From an optimization exercise on the open Yosys and OpenROAD flow, aimed at small area, a short achievable clock period and few clock cycles per item; shortcuts taken in it are not production practice.
Where RTL was checked, it was by simulation tests only, not by an equivalence proof against the original.

## xenon
==> flow/design.v (excerpt) <==
module hsl_to_rgb_converter #(
    parameter int unsigned FRAC_BITS = hsl2rgb_pkg::FRAC_BITS_DEF
) (
    input  logic             i_clk,
    input  logic             i_rst_n,
    input  logic             i_pix_valid,
    output logic             i_pix_ready,
    input  logic [hsl2rgb_pkg::HUE_W-1:0] i_pix_hue,
    input  logic [hsl2rgb_pkg::SL_W-1:0]  i_pix_saturation,
    input  logic [hsl2rgb_pkg::SL_W-1:0]  i_pix_lightness,
    output logic             o_pix_valid,
    input  logic             o_pix_ready,
    output logic [hsl2rgb_pkg::CH_W-1:0]  o_pix_red,
    output logic [hsl2rgb_pkg::CH_W-1:0]  o_pix_green,
    output logic [hsl2rgb_pkg::CH_W-1:0]  o_pix_blue
);
Settings: LEC_CHECK=0, CAP_MARGIN=20, CORE_MARGIN=2, CORE_UTILIZATION=45, PLACE_DENSITY=0.6, SETUP_SLACK_MARGIN=2.0, SLEW_MARGIN=20, SYNTH_HIERARCHICAL=1; clock period 8.0 ns.
run.sh (not shown) runs the stock make flow with config.mk's settings and CLKGATE_MAP_FILE= SYNTH_SCRIPT=/design/flow/synth_recipe.tcl, a recipe that flattens the netlist after the stock synthesis.
xenon completed end to end with timing, DRC and antenna clean.
--- input diff xenon..indigo ---
# xenon
export LEC_CHECK = 0
export CAP_MARGIN = 20
export CORE_MARGIN = 2
export CORE_UTILIZATION = 45
export PLACE_DENSITY = 0.6
export SETUP_SLACK_MARGIN = 2.0
export SLEW_MARGIN = 20
export SYNTH_HIERARCHICAL = 1
create_clock -name core_clock -period 8.0 [get_ports {i_clk}]
# indigo
export LEC_CHECK = 0
export ABC_AREA = 1
export CAP_MARGIN = 20
export CORE_MARGIN = 2
export CORE_UTILIZATION = 65
export PLACE_DENSITY = 0.75
export SETUP_SLACK_MARGIN = 2.0
export SLEW_MARGIN = 20
export SYNTH_HIERARCHICAL = 1
create_clock -name core_clock -period 8.0 [get_ports {i_clk}]
## What came out
indigo ends up with lower full die area than xenon does. The faster design of the two is indigo; xenon tops out lower. Comparing xenon against indigo, there is no change at all in number of antenna violations at the first check in global routing.
Inputs modified between indigo and quartz:
# indigo
export LEC_CHECK = 0
export ABC_AREA = 1
export CAP_MARGIN = 20
export CORE_MARGIN = 2
export CORE_UTILIZATION = 65
export PLACE_DENSITY = 0.75
export SETUP_SLACK_MARGIN = 2.0
export SLEW_MARGIN = 20
export SYNTH_HIERARCHICAL = 1
create_clock -name core_clock -period 8.0 [get_ports {i_clk}]
# quartz
export LEC_CHECK = 0
export ABC_AREA = 1
export CAP_MARGIN = 20
export CORE_MARGIN = 2
export CORE_UTILIZATION = 45
export PLACE_DENSITY = 0.6
export SETUP_SLACK_MARGIN = 2.0
export SLEW_MARGIN = 20
export SYNTH_HIERARCHICAL = 1
create_clock -name core_clock -period 8.0 [get_ports {i_clk}]
Results
Looking only at number of detailed-route iterations in the first pass, and setting everything else aside, the lower value of quartz and indigo goes to quartz.
Between quartz and indigo, first-pass GRT wire length is lower for indigo, quartz comes in above that.
quartz — post-route worst setup slack 0.051 ns lower, indigo as reference
No functional check of the RTL was part of any run of this note.


Another version of the RTL of hsl_to_rgb_converter (not shown whole).
For scale: roughly 2900 cells after synthesis, ~400 flip-flops, about 68 I/O pins, roughly 29000 um2 of cells after synthesis.
export LEC_CHECK = 0
export ABC_AREA = 1
export CAP_MARGIN = 20
export CORE_MARGIN = 2
export CORE_UTILIZATION = 45
export PLACE_DENSITY = 0.6
export SETUP_SLACK_MARGIN = 4.4
export SLEW_MARGIN = 20
export SYNTH_HIERARCHICAL = 1
create_clock -name core_clock -period 8.0 [get_ports {i_clk}]
Testbench counts at the start, summed over its fixed seeds: cycles 32,048, items 32,000.
Rerun with:
CORE_UTILIZATION = 55   (was 45)
PLACE_DENSITY = 0.75   (was 0.6)
SETUP_SLACK_MARGIN = 4.7   (was 4.4)
After rerunning: Utilization increases by 14 points; wire length increases by 7.7%; sequential cell count does not change; register-to-register slack improved by 20 ps.


hsl_to_rgb_converter again, from the RTL that the note above started with.
// hsl_to_rgb_converter
module hsl_to_rgb_converter #(
    parameter int unsigned FRAC_BITS = hsl2rgb_pkg::FRAC_BITS_DEF
) (
    input  logic             i_clk,
    input  logic             i_rst_n,
    input  logic             i_pix_valid,
    output logic             i_pix_ready,
    input  logic [hsl2rgb_pkg::HUE_W-1:0] i_pix_hue,
    input  logic [hsl2rgb_pkg::SL_W-1:0]  i_pix_saturation,
    input  logic [hsl2rgb_pkg::SL_W-1:0]  i_pix_lightness,
    output logic             o_pix_valid,
    input  logic             o_pix_ready,
    output logic [hsl2rgb_pkg::CH_W-1:0]  o_pix_red,
    output logic [hsl2rgb_pkg::CH_W-1:0]  o_pix_green,
    output logic [hsl2rgb_pkg::CH_W-1:0]  o_pix_blue
);
clock: 8.0 ns
lec_check: 0
abc_area: 1
cap_margin: 20
core_margin: 2
core_utilization: 55
place_density: 0.75
setup_slack_margin: 4.4
slew_margin: 20
synth_hierarchical: 1
Testbench counts at the start, summed over its fixed seeds: cycles 32,048, items 32,000.
Then changed:
Settings changed: CORE_UTILIZATION 55 to 65, PLACE_DENSITY 0.75 to 0.85.
What happened: Count of clock-buffer cells in the layout came out higher by 4. Final cell count went down by 1.5%. Final area rises by 1.1%. Sequential cell count does not change. Synthesized cell count does not change. Synthesized area stays the same. Die area decreases by 15%. Clock skew goes up by 5.4 ps.
Then changed:
Settings changed: CORE_UTILIZATION 65 to 55, CTS_BUF_LIST set to sky130_fd_sc_hd__clkbuf_8, PLACE_DENSITY 0.85 to 0.75.
=>
- The changed run passed the timing, design-rule and antenna checks
- die area came out higher by 18%
- cell count rose by 3.4%
- clock-buffer cell count increases by 16
- setup slack gets worse by 30 ps


== job 101 ==
hsl_to_rgb_converter, a different RTL version from the one above (not shown whole).
Size in the first run: roughly 3,100 cells after synthesis, about 68 I/O pins, ~31,000 µm² of cells after synthesis.
make LEC_CHECK=0 ABC_AREA=1 CAP_MARGIN=20 CORE_MARGIN=2 CORE_UTILIZATION=55 PLACE_DENSITY=0.75 SETUP_SLACK_MARGIN=5.0 SLEW_MARGIN=20 SYNTH_HIERARCHICAL=1 finish   # period 8.0 ns
Job 101 | status: complete | timing, DRC, antenna: pass
Testbench counts of job 101, summed over its fixed seeds: cycles 32,048, items 32,000.
#### Input delta (job 102 over job 101)
Settings: changing SETUP_SLACK_MARGIN from 5.0 to 4.9; changing CORE_UTILIZATION from 55 to 45; changing PLACE_DENSITY from 0.75 to 0.6.
==> comparison <==
Compared with job 101, in job 102 area of the placeable core higher, share of the final layout cell area in multi-input gates roughly the same, count of clock-buffer cells in the layout higher. After synthesis and placement, the instance count of job 102 is above that of job 101.
What job 103 does differently from job 102 at the input level:
Settings: changing SETUP_SLACK_MARGIN from 4.9 to 4.6; changing PLACE_DENSITY from 0.6 to 0.75; changing CORE_UTILIZATION from 45 to 55.
Notes after the runs:
Relative to job 102, vertical die dimension has decreased by 9.4% in job 103. In summary, job 103 completed successfully, with a layout that passed the timing, design-rule and antenna checks. Job 103 — routed wire length about 8% lower, job 102 as reference. Looking at area of all placed cells without fillers across job 102 and job 103, the one that comes out higher is job 102. Area of placed instances: job 103 vs job 102 down 0.39%. Row average wire length per cell after detail routing: job 103 lower / job 102 higher. Comparing job 102 and job 103, the lower share of final layout cell area taken by clock buffers and inverters was measured on job 102. Re mux cell area share after synthesis: no difference whatsoever between job 102 and job 103.
The following lists how job 104 was set up differently from job 103:
Settings: a change of SETUP_SLACK_MARGIN from 4.6 to 4.9; a change of ABC_AREA from 1 to 0.
Findings:
Re count of clock-buffer cells in the layout: job 104 and job 103 aren't equal, and the lower value belongs to job 103.
Final worst-path cycle share in job 104 vs job 103: up 2.0 points
Diff job 103 -> job 104 | non-clock buffer contribution to total cell area | increase of 3.8 points
Looking at timing startpoint of the critical path, the r5_lv_907_909$_DFFE_PN_ result is from job 104; the r3_c_356_404$_DFFE_PN_ one comes from job 103.
[job 104] area of all placed cells without fillers rose about 2% relative to job 103


Another version of the RTL of hsl_to_rgb_converter (not shown whole).
Size in the first run: roughly 3000 cells after synthesis, roughly 410 flip-flops, about 68 I/O pins, roughly 30000 sq um of cells after synthesis.
==> flow/config.mk <==
export PLATFORM = sky130hd
export DESIGN_NAME = hsl_to_rgb_converter
export DESIGN_NICKNAME = hsl_to_rgb_converter
export VERILOG_FILES = /design/flow/design.v
export SDC_FILE = /design/flow/constraint.sdc
export NUM_CORES = 4
export LEC_CHECK = 0
export ABC_AREA = 1
export CAP_MARGIN = 20
export CORE_MARGIN = 2
export CORE_UTILIZATION = 45
export PLACE_DENSITY = 0.6
export SETUP_SLACK_MARGIN = 4.0
export SLEW_MARGIN = 20
export SYNTH_HIERARCHICAL = 1
==> flow/constraint.sdc <==
create_clock -name core_clock -period 8.0 [get_ports {i_clk}]
set_input_delay 1.6000 -clock core_clock [delete_from_list [all_inputs] [get_ports {i_clk}]]
set_output_delay 1.6000 -clock core_clock [all_outputs]
set_load 0.01 [all_outputs]
==> next run, changes <==
--- a/flow/config.mk
+++ b/flow/config.mk
@@ -13 +13 @@
-export SETUP_SLACK_MARGIN = 4.0
+export SETUP_SLACK_MARGIN = 4.3
Outcome: Worst hold slack hardly moves; setup slack gains 0.17 ns; non-clock buffer count increases by 30; final area increases by 1.4%; register-to-register slack gains 0.05 ns; via count increases by 1.2%; sequential share of layout area decreases by 0.52 points; wire length increases by 1.7%; flip-flop and latch count does not change.
==> next run, changes <==
--- a/flow/config.mk
+++ b/flow/config.mk
@@ -13 +13 @@
-export SETUP_SLACK_MARGIN = 4.3
+export SETUP_SLACK_MARGIN = 4.6
=> The changed run ran to the end with no violations; utilization goes up by 2.4 points; clock skew hardly moves; non-clock buffer count goes up by 128; maximum frequency goes up by 4.6%; global-route usage goes up by 0.70 points; worst setup slack improved by 0.16 ns.
==> next run, changes <==
--- a/flow/config.mk
+++ b/flow/config.mk
@@ -13 +13 @@
-export SETUP_SLACK_MARGIN = 4.6
+export SETUP_SLACK_MARGIN = 5.0
Effect:
- The changed run produced a clean layout
- worst hold slack hardly moves
- count of clock-buffer cells in the layout came out higher by 1
- sequential share of layout area came out lower by 1.8 points
- routed wire length went up by 7.1%
No run of this note included a check of the RTL's function; only the layout flow was run.

re-timing with driven ports:
How much do the figures lean on ideal ports? The routed layouts below were timed once more, with nothing changed but the port constraints. Step 1: set_driving_cell puts a clkbuf_16 on i_clk and a buf_2 on each other input, an assumption about the parent block. Step 2 also shifts input and output timing later by t, the mid clock arrival at the registers, as if the neighbouring blocks saw the same clock. Slacks: ideal ports / drivers / drivers and shift; pairs: ideal ports / drivers.
run | t, ns | setup slack, ns | clock arrival spread, ns | worst register clock-pin slew, ns | worst data-port slew with drivers (ns)
xenon | 0.550 | 2.188 / 2.188 / 2.188 | 0.017 / 0.017 | 0.08 / 0.08 | 0.06
indigo | 0.518 | 2.252 / 2.252 / 2.252 | 0.016 / 0.015 | 0.09 / 0.09 | 0.04
quartz | 0.547 | 2.201 / 2.201 / 2.201 | 0.018 / 0.018 | 0.08 / 0.08 | 0.05
the first run of note 2 | 0.639 | 4.405 / 4.405 / 4.405 | 0.030 / 0.030 | 0.06 / 0.06 | 0.06
the second run of note 2 | 0.659 | 4.425 / 4.425 / 4.425 | 0.024 / 0.024 | 0.07 / 0.07 | 0.06
the first run of note 3 | 0.641 | 4.450 / 4.450 / 4.450 | 0.038 / 0.039 | 0.07 / 0.07 | 0.06
the second run of note 3 | 0.656 | 4.362 / 4.362 / 4.362 | 0.048 / 0.048 | 0.07 / 0.07 | 0.06
the third run of note 3 | 0.716 | 4.332 / 4.332 / 4.332 | 0.068 / 0.069 | 0.07 / 0.07 | 0.06
job 101 | 0.660 | 4.788 / 4.788 / 4.685 | 0.038 / 0.038 | 0.07 / 0.07 | 0.14
job 102 | 0.654 | 4.846 / 4.846 / 4.454 | 0.020 / 0.020 | 0.06 / 0.06 | 0.14
job 103 | 0.651 | 4.598 / 4.598 / 4.589 | 0.044 / 0.043 | 0.07 / 0.07 | 0.12
job 104 | 0.641 | 4.437 / 4.437 / 4.437 | 0.031 / 0.031 | 0.06 / 0.06 | 0.07
the first run of note 5 | 0.646 | 4.217 / 4.152 / 4.336 | 0.018 / 0.018 | 0.07 / 0.07 | 0.04
the second run of note 5 | 0.662 | 4.386 / 4.385 / 4.386 | 0.024 / 0.024 | 0.07 / 0.07 | 0.05
the third run of note 5 | 0.661 | 4.546 / 4.546 / 4.499 | 0.023 / 0.023 | 0.07 / 0.07 | 0.05
the fourth run of note 5 | 0.667 | 4.619 / 4.619 / 4.619 | 0.042 / 0.042 | 0.07 / 0.07 | 0.04
After both steps setup and hold are still met in every run listed. The setup slack of job 102, which loses most, moves by 0.000 ns with the drivers and by -0.392 ns with both steps.
